What follows belongs to an exercise in optimizing a design on an open flow for small area, a short achievable clock period and few clock cycles; a production flow would make more cautious choices.
No run shown here included a check of the RTL's function; only the layout flow was run.
No activity file was given, so power comes from the tool's default toggle rates.

<file path="design/flow/run.sh">
#!/bin/bash
# synth_recipe.tcl (not shown) runs the flow's synth.tcl, then flattens the netlist and writes it again
# the make line also repeats each setting of config.mk as NAME=value (left out here)
make -C /OpenROAD-flow-scripts/flow DESIGN_CONFIG=/design/flow/config.mk WORK_HOME=/design/flow/orfs CLKGATE_MAP_FILE= SYNTH_SCRIPT=/design/flow/synth_recipe.tcl finish
</file>
<file path="design/flow/config.mk">
export PLATFORM = sky130hd
export DESIGN_NAME = muldiv_unit
export DESIGN_NICKNAME = muldiv_unit
export VERILOG_FILES = /design/flow/design.v
export SDC_FILE = /design/flow/constraint.sdc
export NUM_CORES = 4
export LEC_CHECK = 0
export CAP_MARGIN = 20
export CORE_MARGIN = 2
export CORE_UTILIZATION = 40
export SLEW_MARGIN = 20
</file>
<file path="design/flow/constraint.sdc">
create_clock -name core_clock -period 13.5 [get_ports {clk}]
set_input_delay 2.7000 -clock core_clock [delete_from_list [all_inputs] [get_ports {clk}]]
set_output_delay 2.7000 -clock core_clock [all_outputs]
set_load 0.01 [all_outputs]
</file>
<file path="design/flow/design.v">
module muldiv_unit #(
  parameter int WIDTH      = 32,
  parameter int MUL_CYCLES = 5
) (
  input  logic             clk,
  input  logic             reset,
  input  logic [WIDTH-1:0] A,
  input  logic [WIDTH-1:0] B,
  input  logic [3:0]       MULOp,
  input  logic             start,
  output logic             busy,
  output logic [WIDTH-1:0] HI,
  output logic [WIDTH-1:0] LO
);
  localparam logic [3:0] OP_MULT  = 4'd1;
  localparam logic [3:0] OP_MULTU = 4'd2;
  localparam logic [3:0] OP_DIV   = 4'd3;
  localparam logic [3:0] OP_DIVU  = 4'd4;
  localparam logic [3:0] OP_MTHI  = 4'd5;
  localparam logic [3:0] OP_MTLO  = 4'd6;
  localparam logic [3:0] OP_MADD  = 4'd7;
  localparam logic [3:0] OP_MADDU = 4'd8;
  localparam logic [3:0] OP_MSUB  = 4'd9;
  localparam logic [3:0] OP_MSUBU = 4'd10;
  localparam int CW = 43;       
  localparam int FW = 35;       
  logic        busy_q;
  logic        f_mul, f_fin, f_prep, f_norm, f_div, f_corr, f_negr, f_negq;
  logic        dlast_q;   
  logic [4:0]  cnt_q;
  logic        sg_q;      
  logic        uns_q;     
  logic        acc_q;     
  logic        sub_q;     
  logic        an_q;      
  logic        first_q;   
  logic        bz_q;      
  logic [5:0]  clz_q;     
  logic [4:0]  msb_q;     
  logic [3:0]  bs1_q, bs2_q, bng_q;    
  logic        s_en_q;    
  logic        fhi_q;     
  logic        fm_q;      
  logic        eh_q;      
  logic        el_q;      
  logic        finv_q;    
  logic [1:0]  cy_q;      
  logic [31:0] hi_q, lo_q;
  logic [31:0] m_q;       
  logic [31:0] x_q;       
  logic [FW-1:0] s_q;     
  logic [FW-1:0] c_q;     
  logic is_mul, is_div, op_sg, op_acc, op_sub, op_uns;
  always_comb begin
    is_mul = (MULOp == OP_MULT) || (MULOp == OP_MULTU);
    is_mul = is_mul || (MULOp == OP_MADD) || (MULOp == OP_MADDU) ||
             (MULOp == OP_MSUB) || (MULOp == OP_MSUBU);
    op_acc = (MULOp == OP_MADD) || (MULOp == OP_MADDU) ||
             (MULOp == OP_MSUB) || (MULOp == OP_MSUBU);
    op_sub = (MULOp == OP_MSUB) || (MULOp == OP_MSUBU);
    is_div = (MULOp == OP_DIV) || (MULOp == OP_DIVU);
    op_sg  = (MULOp == OP_MULT) || (MULOp == OP_DIV) ||
             (MULOp == OP_MADD) || (MULOp == OP_MSUB);
    op_uns = (MULOp == OP_MULTU) || (MULOp == OP_MADDU) || (MULOp == OP_MSUBU);
  end
  function automatic logic [11:0] booth4(input logic [8:0] w, input logic neg_all);
    logic [3:0] s1, s2, ng;
    for (int j = 0; j < 4; j++) begin
      s1[j] = w[2*j] ^ w[2*j+1];
      s2[j] = (w[2*j+2] & ~w[2*j+1] & ~w[2*j]) | (~w[2*j+2] & w[2*j+1] & w[2*j]);
      ng[j] = (w[2*j+2] & ~(w[2*j+1] & w[2*j])) ^ (neg_all & (s1[j] | s2[j]));
    end
    booth4 = {ng, s2, s1};
  endfunction
  function automatic logic [5:0] clz32(input logic [31:0] v);
    logic [2:0] c4 [8];
    logic [7:0] nz;
    logic [5:0] r;
    for (int g = 0; g < 8; g++) begin
      logic [3:0] n;
      n = v[4*g +: 4];
      nz[g] = |n;
      c4[g] = n[3] ? 3'd0 : n[2] ? 3'd1 : n[1] ? 3'd2 : n[0] ? 3'd3 : 3'd4;
    end
    r = 6'd32;
    for (int g = 0; g < 8; g++) if (nz[g]) r = 6'(4 * (7 - g)) + {3'd0, c4[g]};
    clz32 = r;
  endfunction
  logic        in_an;
  logic [5:0]  in_clz, in_bclz;
  logic [5:0]  in_clz_f;
  logic [4:0]  in_msb_f;
  assign in_an    = op_sg & A[31];
  assign in_clz   = clz32(A ^ {32{A[31]}});
  assign in_bclz  = clz32(B ^ {32{B[31]}});
  assign in_clz_f = (A[31] & ~op_sg) ? 6'd0 : in_clz;
  assign in_msb_f = (B[31] & ~op_sg) ? 5'd31 : (in_bclz == 6'd32) ? 5'd0 : 5'(6'd31 - in_bclz);
  logic          msgn, bn;
  logic [FW-1:0] mext;
  assign msgn = sg_q & m_q[31];
  assign bn   = msgn;
  assign mext = {{(FW-32){msgn}}, m_q};
  logic [CW-1:0] pv [4];
  logic [CW-1:0] t1s, t1c, t2s, t2c, t3s, t3c, t4s, t4c;
  logic [9:0]    lowsum;
  logic [7:0]    ecor;
  function automatic logic [2*CW-1:0] csa(input logic [CW-1:0] a, b, c);
    logic [CW-1:0] s, k;
    s = a ^ b ^ c;
    k = (a & b) | (a & c) | (b & c);
    csa = {k[CW-2:0], 1'b0, s};
  endfunction
  always_comb begin
    for (int j = 0; j < 4; j++) begin
      logic [FW-1:0] v;
      v = (({FW{bs1_q[j]}} & mext) | ({FW{bs2_q[j]}} & {mext[FW-2:0], 1'b0})) ^ {FW{bng_q[j]}};
      v[FW-1] = ~v[FW-1];
      pv[j] = {{(CW-FW){1'b0}}, v} << (2*j);
    end
    pv[0] = pv[0] | ({{(CW-8){1'b0}}, 8'b1010_1010} << 34);
    {t1c, t1s} = csa({{(CW-FW){1'b0}}, s_q}, {{(CW-FW){1'b0}}, c_q}, pv[0]);
    {t2c, t2s} = csa(pv[1], pv[2], pv[3]);
    {t3c, t3s} = csa(t1s, t1c, t2s);
    {t4c, t4s} = csa(t3s, t3c, t2c);
    ecor   = {1'b0, bng_q[3], 1'b0, bng_q[2], 1'b0, bng_q[1], cy_q[1], bng_q[0]};
    lowsum = {2'b00, t4s[7:0]} + {2'b00, t4c[7:0]} + {2'b00, ecor} + {9'd0, cy_q[0]};
  end
  logic [FW-1:0] fa_s, fa_h, fsum, fu, fv;
  always_comb begin
    fa_s = ({FW{s_en_q}} & s_q) | ({FW{fhi_q}} & {{(FW-32){1'b0}}, hi_q});
    fa_h = (({FW{fm_q}} & mext) | ({FW{eh_q}} & {{(FW-32){1'b0}}, hi_q}) |
            ({FW{el_q}} & {{(FW-32){1'b0}}, lo_q})) ^ {FW{finv_q}};
    fu   = fa_s ^ c_q ^ fa_h;
    fv   = (fa_s & c_q) | (fa_s & fa_h) | (c_q & fa_h);
    fsum = fu + {fv[FW-2:0], cy_q[0] | cy_q[1]} + {{(FW-1){1'b0}}, cy_q[1] | finv_q};
  end
  logic sgn;
  assign sgn = fsum[FW-1];
  logic [6:0]  kk;
  logic [5:0]  kp;
  logic        zq;
  logic [31:0] rot, lowm;
  always_comb begin
    kk  = {1'b0, clz_q} + {2'b00, msb_q} - {6'd0, an_q};
    zq  = ~bz_q & (kk >= 7'd32);
    kp  = bz_q ? 6'd1 : (kk[5:0] + 6'd1);
    rot = x_q;
    if (kp[0]) rot = {rot[30:0], rot[31]};
    if (kp[1]) rot = {rot[29:0], rot[31:30]};
    if (kp[2]) rot = {rot[27:0], rot[31:28]};
    if (kp[3]) rot = {rot[23:0], rot[31:24]};
    if (kp[4]) rot = {rot[15:0], rot[31:16]};
    for (int j = 0; j < 32; j++) lowm[j] = (6'(j) < kp);
  end
  logic [FW-1:0] s_next, c_next;
  logic [31:0]   x_next, lo_d, mul_x;
  assign mul_x = {lowsum[7:0], x_q[31:8]};
  always_comb begin
    s_next = fsum;
    if (f_mul)            s_next = t4s[CW-1:8];
    if (f_div & ~dlast_q) s_next = {fsum[FW-2:0], x_q[31]};
    if (f_norm)           s_next = {{(FW-32){1'b0}}, rot & lowm};
    c_next = f_mul ? t4c[CW-1:8] : c_q;
    x_next = fsum[31:0];
    if (f_mul)            x_next = mul_x;
    if (f_div)            x_next = {x_q[30:0], ~sgn};
    if (f_norm)           x_next = rot & ~lowm;
  end
  assign lo_d = f_mul ? mul_x : f_div ? {x_q[30:0], ~sgn} : fsum[31:0];
  logic qn;
  assign qn = (an_q ^ bn) & ~bz_q;
  logic done, hi_we, lo_we, lo_zero;
  logic n_mul, n_fin, n_norm, n_div, n_corr, n_negr, n_negq;
  always_comb begin
    done = 1'b0; hi_we = 1'b0; lo_we = 1'b0; lo_zero = 1'b0;
    n_mul = 1'b0; n_fin = 1'b0; n_norm = 1'b0; n_div = 1'b0;
    n_corr = 1'b0; n_negr = 1'b0; n_negq = 1'b0;
    if (f_mul) begin
      lo_we = 1'b1;
      hi_we = first_q;           
      if (cnt_q[1:0] != 2'd0) n_mul = 1'b1;
      else                    n_fin = 1'b1;
    end
    if (f_fin) begin hi_we = 1'b1; done = 1'b1; end
    if (f_prep) n_norm = 1'b1;
    if (f_norm) begin
      if (zq) begin lo_zero = 1'b1; done = 1'b1; end
      else n_div = 1'b1;
    end
    if (f_div & ~dlast_q) n_div = 1'b1;
    if (f_div & dlast_q) begin
      lo_we  = 1'b1;
      n_corr = 1'b1;
    end
    if (f_corr) begin
      hi_we = 1'b1;
      if (an_q)    n_negr = 1'b1;
      else if (qn) n_negq = 1'b1;
      else         done   = 1'b1;
    end
    if (f_negr) begin
      hi_we = 1'b1;
      if (qn) n_negq = 1'b1;
      else    done = 1'b1;
    end
    if (f_negq) begin lo_we = 1'b1; done = 1'b1; end
  end
  always_ff @(posedge clk) begin
    if (!busy_q) begin
      m_q  <= B;
      x_q  <= A;
      s_q  <= {1'b1, 2'b00, op_acc ? lo_q : 32'd0};
      c_q  <= '0;
      cy_q <= 2'd0;
    end else begin
      s_q <= s_next;
      c_q <= c_next;
      x_q <= x_next;
      if (f_mul) cy_q <= lowsum[9:8];
    end
  end
  always_ff @(posedge clk) begin
    if (reset) begin
      busy_q <= 1'b0;
      hi_q   <= '0;
      lo_q   <= '0;
    end else if (!busy_q) begin
      if (start) begin
        if (MULOp == OP_MTHI || is_div) hi_q <= A;
        if (MULOp == OP_MTLO)           lo_q <= A;
        busy_q <= is_mul | is_div;
      end
    end else begin
      if (hi_we)   hi_q <= fsum[31:0];
      if (lo_we)   lo_q <= lo_d;
      if (lo_zero) lo_q <= '0;
      if (done)    busy_q <= 1'b0;
    end
  end
  always_ff @(posedge clk) begin
    if (!busy_q) begin
      sg_q   <= op_sg;
      uns_q  <= op_uns;
      acc_q  <= op_acc;
      sub_q  <= op_sub;
      an_q   <= in_an;
      bz_q   <= ~|B;
      clz_q  <= in_clz_f;
      msb_q  <= in_msb_f;
      first_q <= 1'b1;
      f_mul  <= ~is_div;
      f_fin  <= 1'b0;
      f_prep <= is_div & in_an;
      f_norm <= is_div & ~in_an;
      f_div  <= 1'b0;
      f_corr <= 1'b0;
      f_negr <= 1'b0;
      f_negq <= 1'b0;
      dlast_q <= 1'b0;
      cnt_q  <= 5'd3;
      {bng_q, bs2_q, bs1_q} <= is_div ? 12'd0 : booth4({A[7:0], 1'b0}, op_sub);
      s_en_q <= 1'b0;
      fhi_q  <= op_acc;
      fm_q   <= op_uns & A[31];
      eh_q   <= is_div & in_an;
      el_q   <= 1'b0;
      finv_q <= (is_div & in_an) | (op_sub & op_uns & A[31]);
    end else begin
      f_mul  <= n_mul;
      f_fin  <= n_fin;
      f_prep <= 1'b0;
      f_norm <= n_norm;
      f_div  <= n_div;
      f_corr <= n_corr;
      f_negr <= n_negr;
      f_negq <= n_negq;
      if (f_mul | f_div) cnt_q <= cnt_q - 5'd1;
      if (f_norm)        cnt_q <= 5'(6'd32 - kp);
      dlast_q <= f_norm ? (kp == 6'd32) : (f_div & (cnt_q == 5'd1));
      {bng_q, bs2_q, bs1_q} <= '0;
      if (n_mul) {bng_q, bs2_q, bs1_q} <= booth4(x_q[15:7], sub_q);
      first_q <= 1'b0;
      s_en_q <= n_fin | n_div | n_corr;
      fhi_q  <= 1'b0;
      fm_q   <= n_div | (n_corr & sgn);
      eh_q   <= n_fin | n_negr;
      el_q   <= n_negq;
      finv_q <= n_negr | n_negq | (n_div & (f_div ? ~(bn ^ sgn) : ~bn)) | (n_corr & bn);
    end
  end
  assign busy = busy_q;
  assign HI   = hi_q;
  assign LO   = lo_q;
endmodule
</file>
==> results of run 1 <==
-- final cells by class --
class / count / area, um^2
Clock buffer: 43 / 965
Clock inverter: 18 / 196
Fill cell: 6145 / 34600
Inverter: 253 / 952
Multi-Input combinational cell: 2306 / 18100
Sequential cell: 246 / 5410
Tap cell: 846 / 1060
Timing Repair Buffer: 188 / 1740
-- layer usage --
metal | wire length, um | GRT usage | share of wire | vias up
met3 | 11000 | 0.0565 | 0.093 | 281
met4 | 7000 | 0.184 | 0.059 | 0
met2 | 51300 | 0.536 | 0.43 | 1606
li1 | - | - | - | 10885
met1 | 49400 | 0.490 | 0.42 | 12520
met5 | 0 | 0 | 0 | -
-- synth_stat cells, types with 33 or more instances --
| library cell | instances |
|---|---|
| a211oi_1 | 49 |
| ha_1 | 83 |
| dfxtp_1 | 199 |
| o211ai_1 | 41 |
| a22o_1 | 36 |
| a31oi_1 | 45 |
| nor3_1 | 56 |
| mux2i_1 | 177 |
| o21ai_0 | 189 |
| a222oi_1 | 33 |
| nand3_1 | 56 |
| nor2b_1 | 40 |
| a22oi_1 | 143 |
| inv_1 | 252 |
| nand2_1 | 219 |
| xor2_1 | 114 |
| fa_1 | 170 |
| clkbuf_1 | 222 |
| a21oi_1 | 181 |
| nor2_1 | 202 |
| xnor2_1 | 107 |
| edfxtp_1 | 47 |
-- how the worst max path moves through the flow --
stage | to | slack (ps) | depth (start not counted)
floorplan | msb_q[1] | 8770 | 10
global placement | msb_q[1] | 7960 | 10
detailed placement | msb_q[1] | 7920 | 10
CTS | x_q[24] | 8230 | 16
global route | x_q[24] | 7900 | 15
finish | x_q[24] | 8160 | 16
-- cells by family (layout without fill, tap and decap cells) --
family	after synthesis	count (layout)	synth area share
XOR/XNOR	222	222	0.0771
AND/OR/NAND/NOR	705	705	0.128
buffers and inverters	517	502	0.0785
flip-flops	246	246	0.212
multiplexers	193	193	0.0809
AO/OA/AOI/OAI	933	933	0.248
adder cells (fa/ha/maj)	253	253	0.175
-- per-stage QoR --
| step | utilization | hold slack (ps) | area [um^2] |
|---|---|---|---|
| 3_3_place_gp | 0.433 | 484 | 27200 |
| 4_1_cts | 0.451 | 501 | 28400 |
| 3_5_place_dp | 0.433 | 502 | 27200 |
| 6_report | 0.451 | 489 | 28400 |
| 5_1_grt | 0.451 | 509 | 28400 |
| 2_1_floorplan | - | 406 | 25400 |
-- critical path, delay by kind of cell (launching register included) --
kind | cells | cell delay [ps]
AND/OR/NAND/NOR | 2 | 590
adder cells (fa/ha/maj) | 3 | 1420
XOR/XNOR | 1 | 140
AO/OA/AOI/OAI | 8 | 2450
flip-flops | 1 | 300
buffers and inverters | 2 | 300
-- state kept, by name, indices dropped and copies added (netlist names), 6 cells and up --
signal  flops
c_q        33
clz_q       6
hi_q       32
lo_q       32
m_q        32
s_q        35
x_q        32
-- report_power, final --
part / internal (mW) / switching (mW) / total (mW) / leakage, nW
Combinational: 1.85 / 3.30 / 5.15 / 9.12
Clock: 0.553 / 0.410 / 0.963 / 0.586
Sequential: 0.876 / 0.279 / 1.15 / 2.13
Total: 3.28 / 3.99 / 7.27 / 11.8
==> run_results.csv, run 1 <==
group,metric,value,unit
power,total_power,7.27,mW
global_routing,grt_pass1_vias,24241,
place,placement.io_buffers,135,
timing,layout_setup_ws,8160,ps
global_routing,overflow,0,
logic_synthesis,netlist_area,0.0254,mm^2
min_path,hold_class,"reg2reg",
die,io_pins,136,
clock_tree,clk_pin_slew_worst_paths,60,ps
logic_synthesis,ys_ff_latch,246,
cells_and_area,antenna_cells,0,
clock_tree,clock_latency,600,ps
global_routing,grt_max_degree,63,
timing,final-hold-violation-count,0,
worst_setup_path,crit_type,"reg2reg",
die,core-area,0.0630,mm^2
global_routing,grt_usage,0.355,
worst_setup_path,cp.arrival,5810,ps
timing,period_minus_slack,5340,ps
worst_setup_path,worstPathCellList,"buf_4 > a222oi_1 > xnor2_1 > fa_1 > inv_1 > fa_1 > fa_1 > nand2b_1 > a21o_1 > a21oi_1 > o311a_1 > o21ai_1 > a2111oi_0 > or3_1 > o221ai_1 > a211o_1",
detailed_routing,wirelength,119000,um
cells_and_area,syn_to_final_growth,11.8,%
min_path,min_from,"f_prep",
clock_tree,clockRootBuffer,"clkbuf_16",
min_path,min_to,"f_norm",
clock_tree,post_cts_resized,0,
logic_synthesis,synth_cells,3069,
worst_setup_path,worst_path_largest_cell_delay,530,ps
logic_synthesis,ys_top_cells_by_area,"dfxtp_1 16%, fa_1 13%, mux2i_1 7.0%",
timing,slew_headroom,0.202,
worst_setup_path,required,13970,ps
timing,tightestPinTransition,1200,ps
detailed_routing,wl_per_cell,30.4,um
place,hpwl,91500,um
worst_setup_path,ff2ff_setup_slack,8160,ps
power,ir_worst_vdd,0.204,mV
worst_setup_path,cp-startpoint,"f_negq",
timing,max_freq,187,MHz
die,fp.dieH,256,um
detailed_routing,drt-initial-drc-count,3379,
detailed_routing,drc,0,
cells_and_area,drive_gt1_frac,0.0547,
logic_synthesis,yosysTopAreaCell,"dfxtp_1",
place,gp_congestion,1.02,
logic_synthesis,synthArstFlopShare,0,
worst_setup_path,path_max_fanout,34,
timing,setup_viol,0,
detailed_routing,via_per_inst,6.49,
die,row_count,92,
clock_tree,cts_sinks,246,
clock_tree,cts_max_level,2,
die,die_x,256,um
worst_setup_path,r2r_cells,16,
clock_tree,cts_tree,"built",
die,start_util,0.404,
global_routing,grt_pass1_wl,173000,um
logic_synthesis,synth_cell_types,89,
clock_tree,cts_setup_buffers,0,
logic_synthesis,synth_edf_count,47,
worst_setup_path,startpoint_type,"register",
cells_and_area,layout_commonest_cell,"inv_1",
place,dp_slack,7920,ps
worst_setup_path,rr_endpoint,"x_q[24]",
run,maxCapViolCount,0,
detailed_routing,route.vias.total,25292,
logic_synthesis,syn_nets,3393,
cells_and_area,final_cell_mix,"251 x inv_1, 219 x nand2_1, 198 x nor2_1, 191 x dfxtp_1, 189 x o21ai_0",
logic_synthesis,syn_avg_cell_area,8.28,um^2
clock_tree,cts_inserted_buffers,34,
timing,rsz0062_at_grt,"false",
detailed_routing,drtAntennaViolNets,0,
logic_synthesis,synth_top_area_share,0.157,
clock_tree,cts-hold-fix-buffers,0,
global_routing,antenna_found_initial,2,
timing,fin_skew,27.5,ps
worst_setup_path,slowest_stage,"fa_1",
timing,tns,0,ps
detailed_routing,first_pass_iters,9,
place,dpl.cell_count,3839,
worst_setup_path,path_common_cell,"fa_1",
clock_tree,cts.path.max_buffers,3,
cells_and_area,layout.nets,3353,
timing,drv_slew,0,
timing,period_share,0.396,
power,p_leak,11.8,nW
logic_synthesis,synthFlopType,"dfxtp_1",
worst_setup_path,r2r_start,"f_negq",
logic_synthesis,yosys_warnings,4,
die,dieArea,0.0656,mm^2
power,powerDensity,256,mW/mm^2
cells_and_area,stdcell_count,3900,
run_status,status,"finished clean",
logic_synthesis,seq_area_frac_synth,0.212,
min_path,min_path_cells,2,
worst_setup_path,end_kind,"register",
==> run 2: changes to the inputs <==
--- a/design/flow/design.v
+++ b/design/flow/design.v
@@ -46,7 +46,7 @@
   logic        finv_q;    
   logic [1:0]  cy_q;      
-  logic [31:0] hi_q, lo_q;
+  logic [31:0] hi_q;
+  logic [31:0] lo_q;      
   logic [31:0] m_q;       
-  logic [31:0] x_q;       
   logic [FW-1:0] s_q;     
   logic [FW-1:0] c_q;     
@@ -92,6 +92,6 @@
   logic [4:0]  in_msb_f;
   assign in_an    = op_sg & A[31];
-  assign in_clz   = clz32(A ^ {32{A[31]}});
-  assign in_bclz  = clz32(B ^ {32{B[31]}});
+  assign in_clz   = clz32({1'b0, A[30:0] ^ A[31:1]});
+  assign in_bclz  = clz32({1'b0, B[30:0] ^ B[31:1]});
   assign in_clz_f = (A[31] & ~op_sg) ? 6'd0 : in_clz;
   assign in_msb_f = (B[31] & ~op_sg) ? 5'd31 : (in_bclz == 6'd32) ? 5'd0 : 5'(6'd31 - in_bclz);
@@ -145,5 +145,5 @@
     zq  = ~bz_q & (kk >= 7'd32);
     kp  = bz_q ? 6'd1 : (kk[5:0] + 6'd1);
-    rot = x_q;
+    rot = lo_q;
     if (kp[0]) rot = {rot[30:0], rot[31]};
     if (kp[1]) rot = {rot[29:0], rot[31:30]};
@@ -154,18 +154,17 @@
   end
   logic [FW-1:0] s_next, c_next;
-  logic [31:0]   x_next, lo_d, mul_x;
-  assign mul_x = {lowsum[7:0], x_q[31:8]};
+  logic [31:0]   lo_next, mul_x;
+  assign mul_x = {lowsum[7:0], lo_q[31:8]};
   always_comb begin
     s_next = fsum;
     if (f_mul)            s_next = t4s[CW-1:8];
-    if (f_div & ~dlast_q) s_next = {fsum[FW-2:0], x_q[31]};
+    if (f_div & ~dlast_q) s_next = {fsum[FW-2:0], lo_q[31]};
     if (f_norm)           s_next = {{(FW-32){1'b0}}, rot & lowm};
     c_next = f_mul ? t4c[CW-1:8] : c_q;
-    x_next = fsum[31:0];
-    if (f_mul)            x_next = mul_x;
-    if (f_div)            x_next = {x_q[30:0], ~sgn};
-    if (f_norm)           x_next = rot & ~lowm;
-  end
-  assign lo_d = f_mul ? mul_x : f_div ? {x_q[30:0], ~sgn} : fsum[31:0];
+    lo_next = fsum[31:0];
+    if (f_mul)            lo_next = mul_x;
+    if (f_div)            lo_next = {lo_q[30:0], ~sgn};
+    if (f_norm)           lo_next = rot & ~lowm;
+  end
   logic qn;
   assign qn = (an_q ^ bn) & ~bz_q;
@@ -183,9 +182,11 @@
     end
     if (f_fin) begin hi_we = 1'b1; done = 1'b1; end
-    if (f_prep) n_norm = 1'b1;
+    if (f_prep) begin lo_we = 1'b1; n_norm = 1'b1; end
     if (f_norm) begin
+      lo_we = 1'b1;
       if (zq) begin lo_zero = 1'b1; done = 1'b1; end
       else n_div = 1'b1;
     end
+    if (f_div) lo_we = 1'b1;
     if (f_div & ~dlast_q) n_div = 1'b1;
     if (f_div & dlast_q) begin
@@ -209,5 +210,4 @@
     if (!busy_q) begin
       m_q  <= B;
-      x_q  <= A;
       s_q  <= {1'b1, 2'b00, op_acc ? lo_q : 32'd0};
       c_q  <= '0;
@@ -216,5 +216,4 @@
       s_q <= s_next;
       c_q <= c_next;
-      x_q <= x_next;
       if (f_mul) cy_q <= lowsum[9:8];
     end
@@ -227,12 +226,11 @@
     end else if (!busy_q) begin
       if (start) begin
-        if (MULOp == OP_MTHI || is_div) hi_q <= A;
-        if (MULOp == OP_MTLO)           lo_q <= A;
+        if (MULOp == OP_MTHI || is_div)          hi_q <= A;
+        if (MULOp == OP_MTLO || is_div || is_mul) lo_q <= A;
         busy_q <= is_mul | is_div;
       end
     end else begin
       if (hi_we)   hi_q <= fsum[31:0];
-      if (lo_we)   lo_q <= lo_d;
-      if (lo_zero) lo_q <= '0;
+      if (lo_we)   lo_q <= lo_zero ? 32'd0 : lo_next;
       if (done)    busy_q <= 1'b0;
     end
@@ -279,5 +277,5 @@
       dlast_q <= f_norm ? (kp == 6'd32) : (f_div & (cnt_q == 5'd1));
       {bng_q, bs2_q, bs1_q} <= '0;
-      if (n_mul) {bng_q, bs2_q, bs1_q} <= booth4(x_q[15:7], sub_q);
+      if (n_mul) {bng_q, bs2_q, bs1_q} <= booth4(lo_q[15:7], sub_q);
       first_q <= 1'b0;
       s_en_q <= n_fin | n_div | n_corr;
==> run 2 against run 1 <==
Effect of this change: clock skew shrank 3.6 ps; highest routed layer is now met5; sequential power shrank 13%; largest cell class unchanged; clock power shrank 18%.
==> run_results.csv, run 2 <==
group,metric,value,unit
run_status,status,"finished clean",
global_routing,grt_pass1_vias,23840,
clock_tree,cts_sinks,214,
clock_tree,cts_max_level,1,
logic_synthesis,synth_edf_count,47,
worst_setup_path,cp.arrival,6690,ps
worst_setup_path,startpoint_type,"register",
detailed_routing,drt-initial-drc-count,3657,
cells_and_area,top_register,"s_q",
place,hpwl,87300,um
timing,fin_skew,23.9,ps
logic_synthesis,synth_cells,3032,
detailed_routing,drc,0,
logic_synthesis,yosys_warnings,4,
cells_and_area,layout.nets,3349,
worst_setup_path,crit_type,"reg2reg",
timing,period_share,0.457,
logic_synthesis,synth_top_area_share,0.137,
logic_synthesis,synthFlopType,"dfxtp_1",
detailed_routing,route.vias.total,24967,
timing,max_freq,162,MHz
logic_synthesis,yosysMostFrequentCell,"inv_1",
logic_synthesis,syn_nets,3379,
logic_synthesis,synthMuxAreaShare,0.0667,
min_path,hold_class,"reg2reg",
logic_synthesis,synth-xor-area-share,0.0856,
detailed_routing,wirelength,114000,um
die,dieArea,0.0643,mm^2
clock_tree,clk_pin_slew_worst_paths,60,ps
logic_synthesis,ys_ff_latch,214,
detailed_routing,first_pass_iters,10,
timing,setup_viol,0,
cells_and_area,final_cell_mix,"284 x inv_1, 227 x nor2_1, 212 x nand2_1, 170 x a21oi_1, 170 x fa_1",
logic_synthesis,netlist_area,0.0249,mm^2
worst_setup_path,required,14020,ps
global_routing,grt_pass1_wl,166000,um
clock_tree,post_cts_resized,0,
timing,final-hold-violation-count,0,
clock_tree,cts_inserted_buffers,29,
die,fp.dieH,254,um
timing,tns,0,ps
global_routing,grt_usage,0.349,
power,p_leak,11.4,nW
detailed_routing,wl_per_cell,29.4,um
clock_tree,clock_latency,600,ps
clock_tree,cts_tree,"built",
logic_synthesis,ys_top_cells_by_area,"fa_1 14%, dfxtp_1 13%, edfxtp_1 5.7%",
global_routing,grt_max_degree,73,
timing,slew_headroom,0.263,
logic_synthesis,seq_area_frac_synth,0.191,
worst_setup_path,end_kind,"register",
power,powerDensity,235,mW/mm^2
global_routing,overflow,0,
clock_tree,clockRootBuffer,"clkbuf_16",
clock_tree,cts_setup_buffers,0,
clock_tree,cts-hold-fix-buffers,0,
detailed_routing,via_per_inst,6.45,
logic_synthesis,synth_top_family_by_area,"compound AO/OA/AOI/OAI gates",
place,placement.io_buffers,135,
logic_synthesis,synthArstFlopShare,0,
cells_and_area,syn_to_final_growth,11.6,%
die,io_pins,136,
detailed_routing,drtAntennaViolNets,0,
run,maxCapViolCount,0,
cells_and_area,largest_register_ffs,35,
logic_synthesis,synth_adder_area_share,0.190,
cells_and_area,drive_gt1_frac,0.0668,
timing,period_minus_slack,6170,ps
logic_synthesis,synthSimpleGateAreaFrac,0.144,
power,ir_worst_vdd,0.189,mV
cells_and_area,layout_commonest_cell,"inv_1",
die,core-area,0.0616,mm^2
logic_synthesis,synth_cell_types,94,
logic_synthesis,synth_compound_area_frac,0.238,
timing,drv_slew,0,
die,die_x,254,um
logic_synthesis,syn_avg_cell_area,8.21,um^2
cells_and_area,top_regs,"s_q (35), c_q (33)",
die,start_util,0.404,
place,gp_congestion,1.09,
worst_setup_path,path_max_fanout,9,
timing,tightestPinTransition,1090,ps
die,row_count,91,
logic_synthesis,yosysTopAreaCell,"fa_1",
global_routing,antenna_found_initial,6,
logic_synthesis,synth_common_cells,"285 x inv_1, 230 x nor2_1, 218 x clkbuf_1",
timing,holdWs,526,ps
timing,rsz0062_at_grt,"false",
clock_tree,cts.path.max_buffers,3,
[run 2: cell types whose count changed in the layout (fill, tap and decap cells not counted), sizes merged, moves of 13 or more]
cell	change
xor2	+13
dfxtp	-32
a31oi	-16
o211ai	-17
o21ai	-48
buf	+20
nor2	+30
a221oi	+20
inv	+31
mux4	+16
nand3	+22
ha	+23
mux2i	-82
[run 2: worst max-delay path: stages, from the launching register on]
cell	delay (ps)
edfxtp_1	720
a222oi_1	480
xnor2_1	250
fa_1	550
inv_1	50
fa_1	410
fa_1	480
nor2b_1	160
o31a_1	250
a21oi_1	220
a2111oi_0	840
buf_4	260
nor2_1	60
o311ai_1	540
nand2_1	270
a221o_1	360
a31oi_1	160
[run 2: worst paths after layout]
path / from / cells after the start / endpoint / slack (ps)
max: m_q[0] / 16 / lo_q[30] / 7330
min: f_prep / 2 / f_norm / 530
max reg2reg: m_q[0] / 16 / lo_q[30] / 7330
min reg2reg: f_prep / 2 / f_norm / 530
[run 2: layout make-up]
class | instances | area, um^2
Antenna cell | 7 | 17.5
Clock buffer | 31 | 733
Clock inverter | 23 | 208
Fill cell | 6081 | 33800
Inverter | 287 | 1080
Multi-Input combinational cell | 2262 | 18100
Sequential cell | 214 | 4770
Tap cell | 837 | 1050
Timing Repair Buffer | 208 | 1890
[run 2: power breakdown]
| part | leakage (nW) | switching, mW | internal (mW) |
|---|---|---|---|
| registers | 1.86 | 0.229 | 0.769 |
| logic | 9.06 | 3.04 | 1.72 |
| clock network | 0.463 | 0.343 | 0.451 |
| total | 11.4 | 3.61 | 2.94 |
[run 2: cell families (layout without fill, tap and decap cells)]
group	after synthesis	count (layout)
XOR/XNOR	239	239
flip-flops	214	214
buffers and inverters	556	549
multiplexers	134	134
AND/OR/NAND/NOR	764	764
other	0	7
AO/OA/AOI/OAI	849	849
adder cells (fa/ha/maj)	276	276
[run 2: layer usage]
metal  share of wire  vias up  track usage
li1                -    10728            -
met1            0.40    12388        0.463
met2            0.43     1537        0.530
met3            0.11      312       0.0801
met4           0.060        2        0.179
met5         0.00011        -            0
[run 2: metrics by stage]
stage / setup WS, ps / util / cells / total power, mW / area (um^2)
2_1_floorplan: 8950 / - / 3032 / 3.87 / 24900
3_3_place_gp: 7440 / 0.436 / 3807 / 5.58 / 26800
3_5_place_dp: 7440 / 0.436 / 3808 / 5.63 / 26800
4_1_cts: 7400 / 0.451 / 3862 / 6.44 / 27800
5_1_grt: 7000 / 0.451 / 3862 / 6.96 / 27800
6_report: 7330 / 0.451 / 3869 / 6.54 / 27800
==> run 3: changes to the inputs <==
==> design/flow/flow/run.sh (new file) <==
#!/bin/bash
# Layout flow: the standard ORFS flow (standard synthesis, floorplan, placement,
# CTS, routing) at the design's clock period and constraints, with a larger setup
# margin for ORFS's repair_timing passes so that timing repair keeps sizing and
# buffering the longest paths instead of stopping at the 13.5 ns clock.
set -euo pipefail
bash standard.sh SETUP_SLACK_MARGIN=8 finish > flow_make.log 2>&1
==> design/flow/standard.sh (new file) <==
#!/bin/bash
# synth_recipe.tcl (not shown) runs the flow's synth.tcl, then flattens the netlist and writes it again
# the make line also repeats each setting of config.mk as NAME=value (left out here)
make -C /OpenROAD-flow-scripts/flow DESIGN_CONFIG=/design/flow/config.mk WORK_HOME=/design/flow/orfs CLKGATE_MAP_FILE= SYNTH_SCRIPT=/design/flow/synth_recipe.tcl "${@:-finish}"
removed: design/flow/run.sh
==> run 3 against run 2 <==
Effect of this change: final cell count about the same; setup slack better by 840 ps; sequential share of layout area about the same; clock skew down 4.4 ps; wire length up 0.23%; core utilization up 0.12 points; global-route usage about the same; combinational power about the same; synthesized cell count unchanged.
==> run_results.csv, run 3 <==
group,metric,value,unit
place,placement.io_buffers,135,
timing,period_share,0.394,
logic_synthesis,seq_area_frac_synth,0.191,
worst_setup_path,slowest_stage,"xnor2_1",
die,io_pins,136,
place,hpwl,87300,um
clock_tree,cts_tree,"built",
timing,slew_headroom,0.268,
timing,max_freq,188,MHz
cells_and_area,largest_register_ffs,35,
cells_and_area,design_area,0.0279,mm^2
die,fp.dieH,254,um
min_path,hold_class,"reg2reg",
global_routing,grt_pass1_wl,165000,um
global_routing,antenna_found_initial,8,
timing,final-hold-violation-count,0,
detailed_routing,drt-initial-drc-count,3538,
detailed_routing,drc,0,
detailed_routing,via_per_inst,6.44,
worst_setup_path,required,13930,ps
global_routing,grt_usage,0.349,
power,p_leak,11.4,nW
die,row_count,91,
run_status,status,"finished clean",
logic_synthesis,synth_common_cells,"285 x inv_1, 230 x nor2_1, 218 x clkbuf_1",
global_routing,grt_max_degree,73,
worst_setup_path,crit_type,"reg2reg",
clock_tree,cts_inserted_buffers,29,
timing,tightestPinTransition,1090,ps
power,pwr-share-seq,0.152,
clock_tree,clock_latency,600,ps
worst_setup_path,path_common_cell,"fa_1",
worst_setup_path,path_max_fanout,33,
timing,fin_skew,19.5,ps
clock_tree,cts_sinks,214,
cells_and_area,syn_to_final_growth,11.9,%
clock_tree,cts-hold-fix-buffers,0,
detailed_routing,wirelength,114000,um
cells_and_area,drive_gt1_frac,0.0684,
detailed_routing,route.vias.total,24952,
worst_setup_path,worstPathCellList,"buf_4 > a222oi_1 > xnor2_1 > fa_1 > inv_1 > fa_1 > fa_1 > nor2b_1 > o31a_1 > a21oi_2 > a21oi_1 > buf_4 > nor2b_1 > o21ba_2 > xnor2_4 > or4_1 > o311ai_0",
die,core-area,0.0616,mm^2
worst_setup_path,startpoint_type,"register",
worst_setup_path,worst_path_largest_cell_delay,520,ps
place,dp_slack,7440,ps
timing,setup_viol,0,
logic_synthesis,netlist_area,0.0249,mm^2
logic_synthesis,syn_nets,3379,
die,dieArea,0.0643,mm^2
logic_synthesis,synth_cells,3032,
logic_synthesis,synth_edf_count,47,
power,combPwrFrac,0.727,
run,maxCapViolCount,0,
logic_synthesis,synthArstFlopShare,0,
clock_tree,cts.path.max_buffers,3,
worst_setup_path,ff2ff_setup_slack,8180,ps
place,dpl-instance-area,0.0268,mm^2
cells_and_area,final_cell_mix,"284 x inv_1, 227 x nor2_1, 212 x nand2_1, 170 x fa_1, 169 x a21oi_1",
power,swShare,0.553,
place,gp_congestion,1.09,
logic_synthesis,ys_top_cells_by_area,"fa_1 14%, dfxtp_1 13%, edfxtp_1 5.7%",
timing,drv_slew,0,
worst_setup_path,cp_top_family,"compound AO/OA/AOI/OAI gates",
die,die_x,254,um
power,p_switching,3.63,mW
logic_synthesis,yosysMostFrequentCell,"inv_1",
cells_and_area,top_register,"s_q",
timing,tns,0,ps
cells_and_area,layout.nets,3350,
logic_synthesis,yosys_warnings,4,
power,intPower,2.94,mW
timing,rsz0062_at_grt,"false",
logic_synthesis,synthFlopType,"dfxtp_1",
clock_tree,cts_max_level,1,
clock_tree,clockRootBuffer,"clkbuf_16",
logic_synthesis,synth_top_area_share,0.137,
global_routing,grt_pass1_vias,23898,
power,pwr-share-clk,0.121,
logic_synthesis,yosysTopAreaCell,"fa_1",
power,powerDensity,235,mW/mm^2
worst_setup_path,critPathBufInv,3,
detailed_routing,wl_per_cell,29.4,um
logic_synthesis,synth_cell_types,94,
detailed_routing,first_pass_iters,9,
logic_synthesis,syn_avg_cell_area,8.21,um^2
timing,period_minus_slack,5320,ps
detailed_routing,drtAntennaViolNets,0,
cells_and_area,layout_commonest_cell,"inv_1",
worst_setup_path,end_kind,"register",
power,ir_worst_vdd,0.193,mV
worst_setup_path,cp.arrival,5750,ps
cells_and_area,top_regs,"s_q (35), c_q (33)",
global_routing,overflow,0,
logic_synthesis,ys_ff_latch,214,
clock_tree,clk_pin_slew_worst_paths,60,ps
die,start_util,0.404,
timing,layout_setup_ws,8180,ps
## run 3: power by group through the flow
| stage | logic [mW] | clock network [mW] | registers, mW |
|---|---|---|---|
| 2_1_floorplan | 3.00 | 0 | 0.876 |
| 3_3_place_gp | 4.58 | 0 | 1.00 |
| 3_5_place_dp | 4.62 | 0 | 1.00 |
| 4_1_cts | 4.65 | 0.798 | 0.990 |
| 5_1_grt | 5.13 | 0.821 | 1.00 |
| 6_report | 4.77 | 0.794 | 0.997 |
## run 3: logic make-up after synthesis
group,count (synthesis),synth area share
xor gates and xnor gates,239,0.0856
DFF,214,0.191
AOI/OAI and AO/OA,849,0.238
muxes,134,0.0667
buffers and inverters,556,0.0856
adders and majority gates,276,0.190
and+or+nand+nor,764,0.144
## run 3: layer usage
| layer | share of wire | wire length, um | vias to the layer above | track usage |
|---|---|---|---|---|
| met5 | 0.00011 | 13 | - | 0 |
| met4 | 0.062 | 7060 | 2 | 0.193 |
| met3 | 0.11 | 12100 | 325 | 0.0773 |
| met2 | 0.43 | 48800 | 1553 | 0.524 |
| met1 | 0.40 | 45900 | 12344 | 0.464 |
| li1 | - | - | 10728 | - |
## run 3: area by class of cell
class / count / area, um^2
Antenna cell: 9 / 22.5
Clock buffer: 31 / 733
Clock inverter: 23 / 208
Fill cell: 6079 / 33700
Inverter: 287 / 1080
Multi-Input combinational cell: 2262 / 18100
Sequential cell: 214 / 4770
Tap cell: 837 / 1050
Timing Repair Buffer: 209 / 1900
## run 3: timing repair
action | CTS | global route
setup endpoints to repair | 10 | 5
setup buffers | 1 | 0
gates resized for setup | 3 | 5
cloned | 0 | 0
## run 3: tightest hold or removal path, cell delays in order (launching register included)
cell and delay, ps:
dfxtp_1 340, nand2_1 80, o31ai_1 60
## run 3: metrics by stage
| stage | instances | total power [mW] | hold WS [ps] | util |
|---|---|---|---|---|
| 3_3_place_gp | 3807 | 5.58 | 506 | 0.436 |
| 5_1_grt | 3863 | 6.95 | 559 | 0.452 |
| 4_1_cts | 3863 | 6.44 | 522 | 0.451 |
| 2_1_floorplan | 3032 | 3.87 | 453 | - |
| 6_report | 3872 | 6.56 | 525 | 0.452 |
| 3_5_place_dp | 3808 | 5.63 | 508 | 0.436 |
## run 3: final timing paths
| check | start | end | cells after the start |
|---|---|---|---|
| min | f_prep | f_norm | 2 |
| max | fm_q | s_q[34] | 17 |
| max reg2reg | fm_q | s_q[34] | 17 |
| min reg2reg | f_prep | f_norm | 2 |
==> run 4: changes to the inputs <==
--- a/design/flow/design.v
+++ b/design/flow/design.v
@@ -40,4 +40,5 @@
   logic [3:0]  bs1_q, bs2_q, bng_q;    
   logic        s_en_q;    
+  logic        ssh_q;     
   logic        fhi_q;     
   logic        fm_q;      
@@ -128,5 +129,6 @@
   logic [FW-1:0] fa_s, fa_h, fsum, fu, fv;
   always_comb begin
-    fa_s = ({FW{s_en_q}} & s_q) | ({FW{fhi_q}} & {{(FW-32){1'b0}}, hi_q});
+    fa_s = ({FW{s_en_q}} & s_q) | ({FW{fhi_q}} & {{(FW-32){1'b0}}, hi_q}) |
+           ({FW{ssh_q}} & {s_q[FW-2:0], lo_q[31]});
     fa_h = (({FW{fm_q}} & mext) | ({FW{eh_q}} & {{(FW-32){1'b0}}, hi_q}) |
             ({FW{el_q}} & {{(FW-32){1'b0}}, lo_q})) ^ {FW{finv_q}};
@@ -138,4 +140,5 @@
   assign sgn = fsum[FW-1];
   logic [6:0]  kk;
+  logic [4:0]  k;
   logic [5:0]  kp;
   logic        zq;
@@ -144,12 +147,13 @@
     kk  = {1'b0, clz_q} + {2'b00, msb_q} - {6'd0, an_q};
     zq  = ~bz_q & (kk >= 7'd32);
-    kp  = bz_q ? 6'd1 : (kk[5:0] + 6'd1);
+    k   = bz_q ? 5'd0 : kk[4:0];
+    kp  = {1'b0, k} + 6'd1;
     rot = lo_q;
-    if (kp[0]) rot = {rot[30:0], rot[31]};
-    if (kp[1]) rot = {rot[29:0], rot[31:30]};
-    if (kp[2]) rot = {rot[27:0], rot[31:28]};
-    if (kp[3]) rot = {rot[23:0], rot[31:24]};
-    if (kp[4]) rot = {rot[15:0], rot[31:16]};
-    for (int j = 0; j < 32; j++) lowm[j] = (6'(j) < kp);
+    if (k[0]) rot = {rot[30:0], rot[31]};
+    if (k[1]) rot = {rot[29:0], rot[31:30]};
+    if (k[2]) rot = {rot[27:0], rot[31:28]};
+    if (k[3]) rot = {rot[23:0], rot[31:24]};
+    if (k[4]) rot = {rot[15:0], rot[31:16]};
+    for (int j = 0; j < 32; j++) lowm[j] = (5'(j) < k);
   end
   logic [FW-1:0] s_next, c_next;
@@ -159,5 +163,4 @@
     s_next = fsum;
     if (f_mul)            s_next = t4s[CW-1:8];
-    if (f_div & ~dlast_q) s_next = {fsum[FW-2:0], lo_q[31]};
     if (f_norm)           s_next = {{(FW-32){1'b0}}, rot & lowm};
     c_next = f_mul ? t4c[CW-1:8] : c_q;
@@ -259,4 +262,5 @@
       {bng_q, bs2_q, bs1_q} <= is_div ? 12'd0 : booth4({A[7:0], 1'b0}, op_sub);
       s_en_q <= 1'b0;
+      ssh_q  <= 1'b0;
       fhi_q  <= op_acc;
       fm_q   <= op_uns & A[31];
@@ -279,5 +283,6 @@
       if (n_mul) {bng_q, bs2_q, bs1_q} <= booth4(lo_q[15:7], sub_q);
       first_q <= 1'b0;
-      s_en_q <= n_fin | n_div | n_corr;
+      s_en_q <= n_fin | n_corr;
+      ssh_q  <= n_div;
       fhi_q  <= 1'b0;
       fm_q   <= n_div | (n_corr & sgn);
--- a/design/flow/flow/run.sh
+++ b/design/flow/flow/run.sh
@@ -5,3 +5,3 @@
 # buffering the longest paths instead of stopping at the 13.5 ns clock.
 set -euo pipefail
-bash standard.sh SETUP_SLACK_MARGIN=8 finish > flow_make.log 2>&1
+bash standard.sh SETUP_SLACK_MARGIN=10 finish > flow_make.log 2>&1
==> run 4 against run 3 <==
Effect of this change: still clean; setup slack improved by 740 ps; critical path depth is 4 higher; final cell count grew 4.2%; count of clock-buffer cells in the layout is 4 higher; first-iteration DRC count up 18%; largest power group unchanged.
==> run_results.csv, run 4 <==
group,metric,value,unit
timing,final-hold-violation-count,0,
worst_setup_path,cp-startpoint,"eh_q",
worst_setup_path,crit_type,"reg2reg",
clock_tree,clock_latency,600,ps
logic_synthesis,seq_area_frac_synth,0.198,
cells_and_area,layout.nets,3584,
timing,period_minus_slack,4580,ps
global_routing,overflow,0,
cells_and_area,final_cell_mix,"271 x inv_1, 269 x buf_4, 179 x nor2_1, 167 x nand2_1, 165 x fa_1",
clock_tree,cts_max_level,1,
cells_and_area,top_register,"s_q",
global_routing,grt_max_degree,76,
logic_synthesis,netlist_area,0.0240,mm^2
timing,tns,0,ps
die,die_x,249,um
detailed_routing,drtAntennaViolNets,0,
detailed_routing,drc,0,
worst_setup_path,r2r_start,"eh_q",
worst_setup_path,required,13970,ps
detailed_routing,via_per_inst,6.55,
place,dp_slack,7890,ps
die,row_count,89,
logic_synthesis,synthFlopType,"dfxtp_1",
detailed_routing,wirelength,125000,um
logic_synthesis,synthArstFlopShare,0,
cells_and_area,top_regs,"s_q (35), c_q (33)",
detailed_routing,first_pass_iters,25,
cells_and_area,largest_register_ffs,35,
logic_synthesis,ys_top_cells_by_area,"fa_1 14%, dfxtp_1 14%, edfxtp_1 5.9%",
timing,setup_viol,0,
clock_tree,cts_sinks,214,
cells_and_area,layout_commonest_cell,"inv_1",
global_routing,antenna_found_initial,2,
min_path,min_from,"f_prep",
power,powerDensity,228,mW/mm^2
global_routing,grt_pass1_vias,25566,
detailed_routing,route.vias.total,26431,
die,dieArea,0.0619,mm^2
timing,drv_slew,0,
die,start_util,0.405,
timing,fin_skew,22.7,ps
timing,slew_headroom,0.310,
logic_synthesis,syn_nets,3236,
logic_synthesis,synth_top_area_share,0.142,
timing,rsz0062_at_grt,"true",
detailed_routing,wl_per_cell,31.1,um
cells_and_area,drive_gt1_frac,0.390,
clock_tree,cts.path.max_buffers,3,
logic_synthesis,yosysTopAreaCell,"fa_1",
logic_synthesis,yosys_warnings,4,
run_status,status,"finished clean",
worst_setup_path,startpoint_type,"register",
logic_synthesis,synth_common_cells,"311 x inv_1, 212 x nor2_1, 207 x clkbuf_1",
die,io_pins,136,
logic_synthesis,synth_cell_types,101,
detailed_routing,drt-initial-drc-count,4158,
logic_synthesis,syn_avg_cell_area,8.29,um^2
min_path,min_path_cells,2,
place,hpwl,80800,um
logic_synthesis,yosysMostFrequentCell,"inv_1",
global_routing,grt_usage,0.383,
timing,period_share,0.339,
logic_synthesis,ys_ff_latch,214,
global_routing,grt_pass1_wl,177000,um
place,placement.io_buffers,135,
logic_synthesis,synth_edf_count,47,
clock_tree,cts_tree,"built",
cells_and_area,stdcell_count,4033,
worst_setup_path,r2r_cells,21,
place,dpl.cell_count,3608,
die,core-area,0.0591,mm^2
power,p_leak,14.3,nW
cells_and_area,antenna_cells,0,
timing,max_freq,218,MHz
clock_tree,cts_inserted_buffers,27,
clock_tree,cts-hold-fix-buffers,0,
timing,tightestPinTransition,1030,ps
run,maxCapViolCount,0,
cells_and_area,syn_to_final_growth,44.6,%
power,ir_worst_vdd,0.284,mV
worst_setup_path,end_kind,"register",
logic_synthesis,synth_cells,2891,
timing,layout_setup_ws,8920,ps
worst_setup_path,path_max_fanout,7,
clock_tree,clk_pin_slew_worst_paths,60,ps
place,gp_congestion,1.02,
worst_setup_path,cp.arrival,5050,ps
clock_tree,clockRootBuffer,"clkbuf_16",
die,fp.dieH,249,um
min_path,hold_class,"reg2reg",
-- run 4: cell types whose count changed after synthesis, sizes merged, moves of 12 or more --
cell | previous run | this run
a222oi | 33 | 67
nand3 | 78 | 47
inv | 286 | 311
nor3 | 52 | 74
a22o | 31 | 10
nor2 | 233 | 214
nand2 | 213 | 195
o21ai | 144 | 129
mux4 | 24 | 10
clkbuf | 221 | 208
o211ai | 24 | 12
-- run 4: cell families after synthesis --
family                   synth area share
AO/OA/AOI/OAI                       0.238
XOR/XNOR                           0.0881
adder cells (fa/ha/maj)             0.196
buffers and inverters              0.0923
flip-flops                          0.198
multiplexers                       0.0538
AND/OR/NAND/NOR                     0.133
-- run 4: cell type report --
| type | instances | area, um^2 |
|---|---|---|
| Clock buffer | 35 | 779 |
| Clock inverter | 15 | 170 |
| Fill cell | 5014 | 24500 |
| Inverter | 312 | 1280 |
| Multi-Input combinational cell | 2116 | 20600 |
| Sequential cell | 214 | 5020 |
| Tap cell | 773 | 967 |
| Timing Repair Buffer | 567 | 5800 |
| Timing Repair inverter | 1 | 7.51 |
-- run 4: path summary, 6_finish.rpt --
check | endpoint | slack, ps
worst max-delay path | lo_q[0] | 8920
worst min-delay path | f_norm | 460
worst max register to register | lo_q[0] | 8920
worst min register to register | f_norm | 460
-- run 4: what timing repair did --
action	CTS	global route
buffers inserted	282	71
gates cloned	19	3
gates resized for setup	1343	226
pin swaps	276	159
setup endpoints to repair	206	191
-- run 4: critical path, cell delays in order, from the launching register on --
cell and delay (ps):
dfxtp_4 360, buf_6 110, buf_6 130, buf_16 150, buf_8 140, a222oi_1 340, xnor2_1 190, fa_1 490
ha_4 260, o21a_1 110, o31a_1 120, o211ai_1 300, a211oi_2 130, buf_4 180, o21ai_4 260, buf_6 150
a21oi_4 50, a311oi_2 320, xor2_2 140, buf_12 160, a221oi_2 240, o21ai_1 100
-- run 4: metal layers --
| layer | vias to the layer above | share of wire | track usage |
|---|---|---|---|
| met3 | 519 | 0.13 | 0.0993 |
| met5 | - | 0 | 0 |
| li1 | 10942 | - | - |
| met2 | 1932 | 0.42 | 0.568 |
| met1 | 13038 | 0.37 | 0.496 |
| met4 | 0 | 0.082 | 0.241 |
-- run 4: stage by stage --
| step | util | cell area [um^2] | hold slack (ps) | power, mW |
|---|---|---|---|---|
| final | 0.586 | 34600 | 462 | 7.89 |
| after global routing | 0.586 | 34600 | 476 | 8.19 |
| after CTS | 0.560 | 33100 | 456 | 7.19 |
| after detailed placement | 0.449 | 26500 | 445 | 5.18 |
| after global placement | 0.449 | 26500 | 457 | 5.12 |
| after floorplan | - | 25100 | 434 | 3.55 |
-- run 4: report_power, final --
group          internal, mW  total (mW)  switching, mW
clock network         0.466       0.808          0.342
logic                  2.58        6.08           3.50
registers             0.778        1.00          0.227
==> run 5: changes to the inputs <==
--- a/design/flow/flow/run.sh
+++ b/design/flow/flow/run.sh
@@ -5,3 +5,3 @@
 # buffering the longest paths instead of stopping at the 13.5 ns clock.
 set -euo pipefail
-bash standard.sh SETUP_SLACK_MARGIN=10 finish > flow_make.log 2>&1
+bash standard.sh SETUP_SLACK_MARGIN=9 finish > flow_make.log 2>&1
==> run 5 against run 4 <==
Effect of this change: still clean; via count shrank 8.5%; first-iteration DRC count is 18% lower; wire length fell by 11%; power down 16%; final area down 17%; fmax shrank 0.80%; final cell count down 7.3%; synthesized cell count is the same; clock power decreased by 2%; flip-flop and latch count did not move; clock skew grew 3.2 ps.
==> run_results.csv, run 5 <==
group,metric,value,unit
timing,drv_slew,0,
place,hpwl,82400,um
worst_setup_path,rr_endpoint,"lo_q[0]",
clock_tree,clk_pin_slew_worst_paths,70,ps
timing,tightestPinTransition,1060,ps
cells_and_area,final_cell_mix,"306 x inv_1, 206 x nor2_1, 192 x nand2_1, 165 x fa_1, 151 x a21oi_1",
cells_and_area,layout_commonest_cell,"inv_1",
cells_and_area,seq_area,0.00479,mm^2
die,core-area,0.0591,mm^2
logic_synthesis,synth_cell_types,101,
clock_tree,cts_max_level,1,
logic_synthesis,netlist_area,0.0240,mm^2
global_routing,grt_pass1_wl,162000,um
timing,final-hold-violation-count,0,
power,ir_worst_vdd,0.292,mV
logic_synthesis,ys_ff_latch,214,
timing,rsz0062_at_grt,"true",
worst_setup_path,startpoint_type,"register",
global_routing,grt_max_degree,58,
worst_setup_path,r2r_cells,19,
min_path,min_path_cells,1,
detailed_routing,drc,0,
run,maxCapViolCount,0,
logic_synthesis,yosys_warnings,4,
power,p_leak,11.9,nW
global_routing,overflow,0,
detailed_routing,route.vias.total,24177,
cells_and_area,top_regs,"s_q (35), c_q (33)",
place,placement.io_buffers,135,
die,die_x,249,um
logic_synthesis,synthArstFlopShare,0,
cells_and_area,multiInputGateArea,0.0180,mm^2
min_path,hold_class,"reg2reg",
logic_synthesis,ys_top_cells_by_area,"fa_1 14%, dfxtp_1 14%, edfxtp_1 5.9%",
clock_tree,clock_latency,610,ps
timing,period_minus_slack,4620,ps
clock_tree,cts_inserted_buffers,29,
detailed_routing,wl_per_cell,30.0,um
logic_synthesis,synth_top_area_share,0.142,
timing,tns,0,ps
die,io_pins,136,
worst_setup_path,cp.arrival,5090,ps
logic_synthesis,synth_cells,2891,
die,fp.dieH,249,um
timing,holdWs,465,ps
timing,slew_headroom,0.285,
detailed_routing,drtAntennaViolNets,0,
timing,fin_skew,25.9,ps
logic_synthesis,synth_edf_count,47,
place,dpl.cell_count,3613,
cells_and_area,syn_to_final_growth,19.3,%
worst_setup_path,ff2ff_setup_slack,8880,ps
detailed_routing,first_pass_iters,26,
worst_setup_path,r2r_start,"eh_q",
logic_synthesis,syn_avg_cell_area,8.29,um^2
timing,max_freq,217,MHz
detailed_routing,via_per_inst,6.46,
min_path,min_to,"cnt_q[1]",
cells_and_area,fillerInstances,5661,
global_routing,grt_pass1_vias,23565,
cells_and_area,largest_register_ffs,35,
cells_and_area,layout.nets,3286,
timing,period_share,0.342,
min_path,min_from,"busy_q",
clock_tree,clockRootBuffer,"clkbuf_16",
global_routing,grt_usage,0.347,
detailed_routing,wirelength,112000,um
worst_setup_path,path_max_fanout,8,
logic_synthesis,seq_area_frac_synth,0.198,
logic_synthesis,synthFlopType,"dfxtp_1",
worst_setup_path,required,13970,ps
die,dieArea,0.0619,mm^2
global_routing,antenna_found_initial,6,
die,row_count,89,
timing,setup_viol,0,
worst_setup_path,crit_type,"reg2reg",
cells_and_area,stdcell_count,3740,
logic_synthesis,yosysMostFrequentCell,"inv_1",
worst_setup_path,cp-startpoint,"eh_q",
detailed_routing,drt-initial-drc-count,3411,
worst_setup_path,end_kind,"register",
clock_tree,cts_tree,"built",
cells_and_area,drive_gt1_frac,0.141,
cells_and_area,top_register,"s_q",
die,start_util,0.405,
logic_synthesis,syn_nets,3236,
power,powerDensity,233,mW/mm^2
run_status,status,"finished clean",
clock_tree,cts_sinks,214,
place,gp_congestion,1.02,
logic_synthesis,yosysTopAreaCell,"fa_1",
logic_synthesis,synth_common_cells,"311 x inv_1, 212 x nor2_1, 207 x clkbuf_1",
clock_tree,cts.path.max_buffers,3,
[run 5: how the worst max path moves through the flow]
stage,end,slack [ps]
final,lo_q[0],8880
after global routing,lo_q[31],8760
after CTS,lo_q[31],8790
after detailed placement,lo_q[29],7800
after global placement,lo_q[29],7890
after floorplan,clz_q[0],8960
[run 5: where the power goes]
part / internal, mW / switching (mW) / leakage (nW)
clock: 0.450 / 0.343 / 0.455
combinational: 1.87 / 2.99 / 9.59
sequential: 0.773 / 0.222 / 1.86
[run 5: critical path, stage by stage (launching register included)]
cell and delay [ps]:
dfxtp_4 380, buf_12 160, a222oi_1 390, xnor2_1 190, fa_1 440, inv_1 80, fa_2 210, fa_2 210
nor2b_2 50, o31a_1 320, o211ai_1 310, a211oi_2 120, buf_4 170, o21ai_4 290, a21oi_4 120, a311oi_4 390
xor2_4 140, buf_12 180, a221oi_4 270, o21ai_1 80
[run 5: metal layers]
| metal | wire length [um] | share of wire | track usage | up-vias |
|---|---|---|---|---|
| met5 | 38 | 0.00034 | 0 | - |
| met4 | 6790 | 0.061 | 0.168 | 2 |
| met3 | 12400 | 0.11 | 0.0845 | 329 |
| met2 | 48600 | 0.43 | 0.533 | 1614 |
| met1 | 44200 | 0.39 | 0.458 | 11909 |
| li1 | - | - | - | 10323 |
[run 5: cell families (layout without fill, tap and decap cells)]
kind of cell | after synthesis | after routing | synth area share
DFF | 214 | 214 | 0.198
AOI/OAI and AO/OA | 793 | 793 | 0.238
and+or+nand+nor | 688 | 691 | 0.133
muxes | 114 | 114 | 0.0538
other | 0 | 4 | 0
adders and majority gates | 274 | 274 | 0.196
buffers and inverters | 571 | 640 | 0.0923
xor gates and xnor gates | 237 | 237 | 0.0881
[run 5: cell type report]
| type | instances | area share |
|---|---|---|
| Antenna cell | 4 | 0.000350 |
| Multi-Input combinational cell | 2109 | 0.631 |
| Sequential cell | 214 | 0.168 |
| Tap cell | 773 | 0.0338 |
| Inverter | 312 | 0.0412 |
| Timing Repair inverter | 1 | 0.000263 |
| Clock inverter | 10 | 0.00346 |
| Timing Repair Buffer | 274 | 0.0931 |
| Clock buffer | 43 | 0.0294 |
[run 5: through the flow]
| stage | total power [mW] | instance area, um^2 | setup slack (ps) | utilization |
|---|---|---|---|---|
| final | 6.65 | 28600 | 8880 | 0.483 |
| after floorplan | 3.47 | 24000 | 8960 | - |
| after detailed placement | 5.17 | 25800 | 7800 | 0.437 |
| after global placement | 5.14 | 25800 | 7890 | 0.437 |
| after global routing | 7.03 | 28600 | 8760 | 0.483 |
| after CTS | 6.26 | 27700 | 8790 | 0.469 |
[run 5: repair_timing]
action | CTS | global route
cloned | 5 | 3
resized for setup | 160 | 144
pin swaps | 44 | 79
hold buffers | 0 | 0
setup buffers | 38 | 24
endpoints found under the setup margin | 97 | 73
==> run 6: changes to the inputs <==
--- a/design/flow/flow/run.sh
+++ b/design/flow/flow/run.sh
@@ -5,3 +5,3 @@
 # buffering the longest paths instead of stopping at the 13.5 ns clock.
 set -euo pipefail
-bash standard.sh SETUP_SLACK_MARGIN=9 finish > flow_make.log 2>&1
+bash standard.sh SETUP_SLACK_MARGIN=8.5 finish > flow_make.log 2>&1
==> run 6 against run 5 <==
Effect of this change: sequential share of layout area is 0.81 points higher; clock skew shrank 1.5 ps; count of clock-buffer cells in the layout decreased by 7; area after synthesis unchanged; via count shrank 1.9%; final cell count decreased by 1.7%; combinational power shrank about 10%; synthesized cell count did not move; core utilization down 2.4 points; critical endpoint is now lo_q[27]; highest routed layer unchanged.
==> run_results.csv, run 6 <==
group,metric,value,unit
run_status,status,"finished clean",
logic_synthesis,synth_cell_types,101,
min_path,min_path_cells,2,
cells_and_area,layout_commonest_cell,"inv_1",
logic_synthesis,synth_top_area_share,0.142,
min_path,min_from,"f_prep",
cells_and_area,final_cell_mix,"309 x inv_1, 209 x nor2_1, 195 x nand2_1, 169 x fa_1, 160 x a21oi_1",
timing,period_minus_slack,5030,ps
logic_synthesis,synth_edf_count,47,
logic_synthesis,seq_area_frac_synth,0.198,
cells_and_area,largest_register_ffs,35,
timing,max_freq,199,MHz
global_routing,grt_use_met2,0.495,
cells_and_area,top_regs,"s_q (35), c_q (33)",
worst_setup_path,r2r_cells,15,
timing,period_share,0.372,
worst_setup_path,r2r_start,"bs1_q[0]",
cells_and_area,design_area,0.0271,mm^2
logic_synthesis,synth_common_cells,"311 x inv_1, 212 x nor2_1, 207 x clkbuf_1",
die,io_pins,136,
worst_setup_path,crit_type,"reg2reg",
clock_tree,cts_tree,"built",
worst_setup_path,path_max_fanout,34,
cells_and_area,syn_to_final_growth,13.3,%
logic_synthesis,syn_nets,3236,
global_routing,overflow,0,
worst_setup_path,startpoint_type,"register",
logic_synthesis,synth_cells,2891,
global_routing,globalRouteMet1Util,0.456,
global_routing,grt.met3_usage,0.0740,
logic_synthesis,ys_top_cells_by_area,"fa_1 14%, dfxtp_1 14%, edfxtp_1 5.9%",
place,dp_slack,7780,ps
clock_tree,clockRootBuffer,"clkbuf_16",
global_routing,grt_usage,0.336,
min_path,hold_class,"reg2reg",
timing,slew_headroom,0.198,
timing,setup_viol,0,
cells_and_area,fillerInstances,5829,
logic_synthesis,yosysTopAreaCell,"fa_1",
power,pwr-share-seq,0.161,
logic_synthesis,yosysMostFrequentCell,"inv_1",
power,p_leak,11.4,nW
logic_synthesis,ys_ff_latch,214,
detailed_routing,first_pass_iters,23,
power,powerDensity,229,mW/mm^2
timing,tightestPinTransition,1190,ps
detailed_routing,wl_per_cell,29.1,um
timing,fin_skew,24.3,ps
detailed_routing,via_per_inst,6.45,
worst_setup_path,rr_endpoint,"lo_q[27]",
die,row_count,89,
worst_setup_path,end_kind,"register",
global_routing,grt_pass1_vias,22832,
worst_setup_path,cp.arrival,5510,ps
global_routing,grt_pass1_wl,156000,um
detailed_routing,wirelength,107000,um
die,start_util,0.405,
detailed_routing,drt-initial-drc-count,3189,
cells_and_area,drive_gt1_frac,0.0826,
die,die_x,249,um
die,fp.dieH,249,um
place,placement.io_buffers,135,
min_path,min_to,"f_norm",
cells_and_area,layout.nets,3227,
detailed_routing,drc,0,
logic_synthesis,yosys_warnings,4,
clock_tree,cts_max_level,1,
logic_synthesis,synthArstFlopShare,0,
logic_synthesis,syn_avg_cell_area,8.29,um^2
power,total_power,6.20,mW
clock_tree,clock_latency,590,ps
worst_setup_path,required,13980,ps
global_routing,busiest_layer,"met2",
timing,layout_setup_ws,8470,ps
run,maxCapViolCount,0,
global_routing,antenna_found_initial,2,
place,hpwl,81300,um
timing,rsz0062_at_grt,"true",
die,dieArea,0.0619,mm^2
clock_tree,cts-hold-fix-buffers,0,
clock_tree,cts_sinks,214,
clock_tree,clk_pin_slew_worst_paths,70,ps
timing,tns,0,ps
power,pwr-share-clk,0.139,
clock_tree,cts.path.max_buffers,3,
logic_synthesis,netlist_area,0.0240,mm^2
timing,drv_slew,0,
power,combPwrFrac,0.700,
timing,final-hold-violation-count,0,
logic_synthesis,synthFlopType,"dfxtp_1",
detailed_routing,drtAntennaViolNets,0,
worst_setup_path,ff2ff_setup_slack,8470,ps
power,p_switching,3.31,mW
place,dpl-instance-area,0.0258,mm^2
detailed_routing,route.vias.total,23718,
cells_and_area,top_register,"s_q",
global_routing,grt_max_degree,66,
power,ir_worst_vdd,0.232,mV
cells_and_area,antenna_cells,0,
place,gp_congestion,1.04,
power,swShare,0.534,
clock_tree,cts_inserted_buffers,28,
die,core-area,0.0591,mm^2
power,intPower,2.89,mW
## run 6: cell counts after synthesis
Identical to the previous run, type by type.
## run 6: area by class of cell
class	count	area, um^2	area share
Inverter	312	1180	0.0434
Sequential cell	214	4770	0.176
Timing Repair inverter	1	5.00	0.000184
Clock buffer	36	796	0.0293
Tap cell	773	967	0.0356
Clock inverter	16	239	0.00880
Timing Repair Buffer	219	2010	0.0741
Multi-Input combinational cell	2106	17200	0.633
## run 6: power by group through the flow
stage	clock network [mW]	registers, mW	logic [mW]
detailed placement	0	0.997	4.14
finish	0.862	0.997	4.35
global route	0.892	1.00	4.68
floorplan	0	0.885	2.58
CTS	0.868	0.984	4.19
global placement	0	0.995	4.10
## run 6: worst max-delay path by stage
stage / from / to / slack [ps]
2_1_floorplan: MULOp[0] / lo_q[29] / 8890
3_3_place_gp: A[1] / clz_q[1] / 7840
3_5_place_dp: MULOp[0] / hi_q[3] / 7780
4_1_cts: f_negq / lo_q[0] / 8480
5_1_grt: A[5] / clz_q[1] / 8270
6_report: bs1_q[0] / lo_q[27] / 8470
## run 6: timing repair
| item | 4_1_cts | 5_1_grt |
|---|---|---|
| gates resized for setup | 11 | 31 |
| cloned | 0 | 1 |
| setup buffers | 2 | 10 |
| pin swaps | 2 | 8 |
| endpoints found under the setup margin | 20 | 29 |
## run 6: cell families after synthesis
family,share of synthesized area
flip-flops,0.198
adder cells (fa/ha/maj),0.196
XOR/XNOR,0.0881
multiplexers,0.0538
buffers and inverters,0.0923
AND/OR/NAND/NOR,0.133
AO/OA/AOI/OAI,0.238
## run 6: critical path: stages (launching register included)
cell,delay (ps)
dfxtp_1,360
buf_8,240
a22oi_1,140
xnor2_1,200
fa_1,470
fa_1,510
ha_1,310
ha_1,310
inv_1,70
fa_1,430
nor2b_1,160
nor4_2,890
a21oi_1,190
a21oi_1,240
a311oi_1,130
a221oi_2,250
## run 6: metal layers
layer	vias to the layer above	routed length (um)
met1	11689	43000
met2	1520	44800
met3	311	12100
met5	-	27
met4	4	7070
li1	10194	-
## run 6: metrics by stage
stage	hold slack [ps]	util	std cells
6_report	463	0.459	3677
5_1_grt	493	0.459	3677
4_1_cts	467	0.455	3666
3_5_place_dp	457	0.436	3612
3_3_place_gp	478	0.436	3611
2_1_floorplan	429	-	2891

-- re-timing with driven ports --
The results above use ideal ports. As a check the final layouts listed here were re-extracted and re-timed, cells and wires unchanged. Step 1, drivers: a clkbuf_16 drives clk and a buf_2 each remaining input, both assumed. Step 2 adds t to the input delays and takes it off the output delays; t is the mean of the earliest and latest rising clock arrival at the registers after step 1. Input paths then give back, and output paths get back, about the clock's delay inside the block. a / b / c = no drivers / after step 1 / after step 2; a / b = the first two.
run | t (ns) | setup WS [ns] | worst setup path at the end | latest minus earliest clock arrival (ns)
run 1 | 0.642 | 8.157 / 8.157 / 7.858 | input to register | 0.028 / 0.028
run 2 | 0.653 | 7.333 / 7.333 / 7.333 | register to register | 0.024 / 0.025
run 3 | 0.651 | 8.178 / 8.178 / 7.959 | input to register | 0.019 / 0.019
run 4 | 0.641 | 8.921 / 8.921 / 8.697 | input to register | 0.023 / 0.023
run 5 | 0.657 | 8.884 / 8.884 / 8.414 | input to register | 0.026 / 0.026
run 6 | 0.637 | 8.474 / 8.474 / 7.898 | input to register | 0.024 / 0.024
After both steps every run listed still meets setup and hold. The setup slack of run 6, which loses most, moves by 0.000 ns with the drivers and by -0.576 ns with both steps.
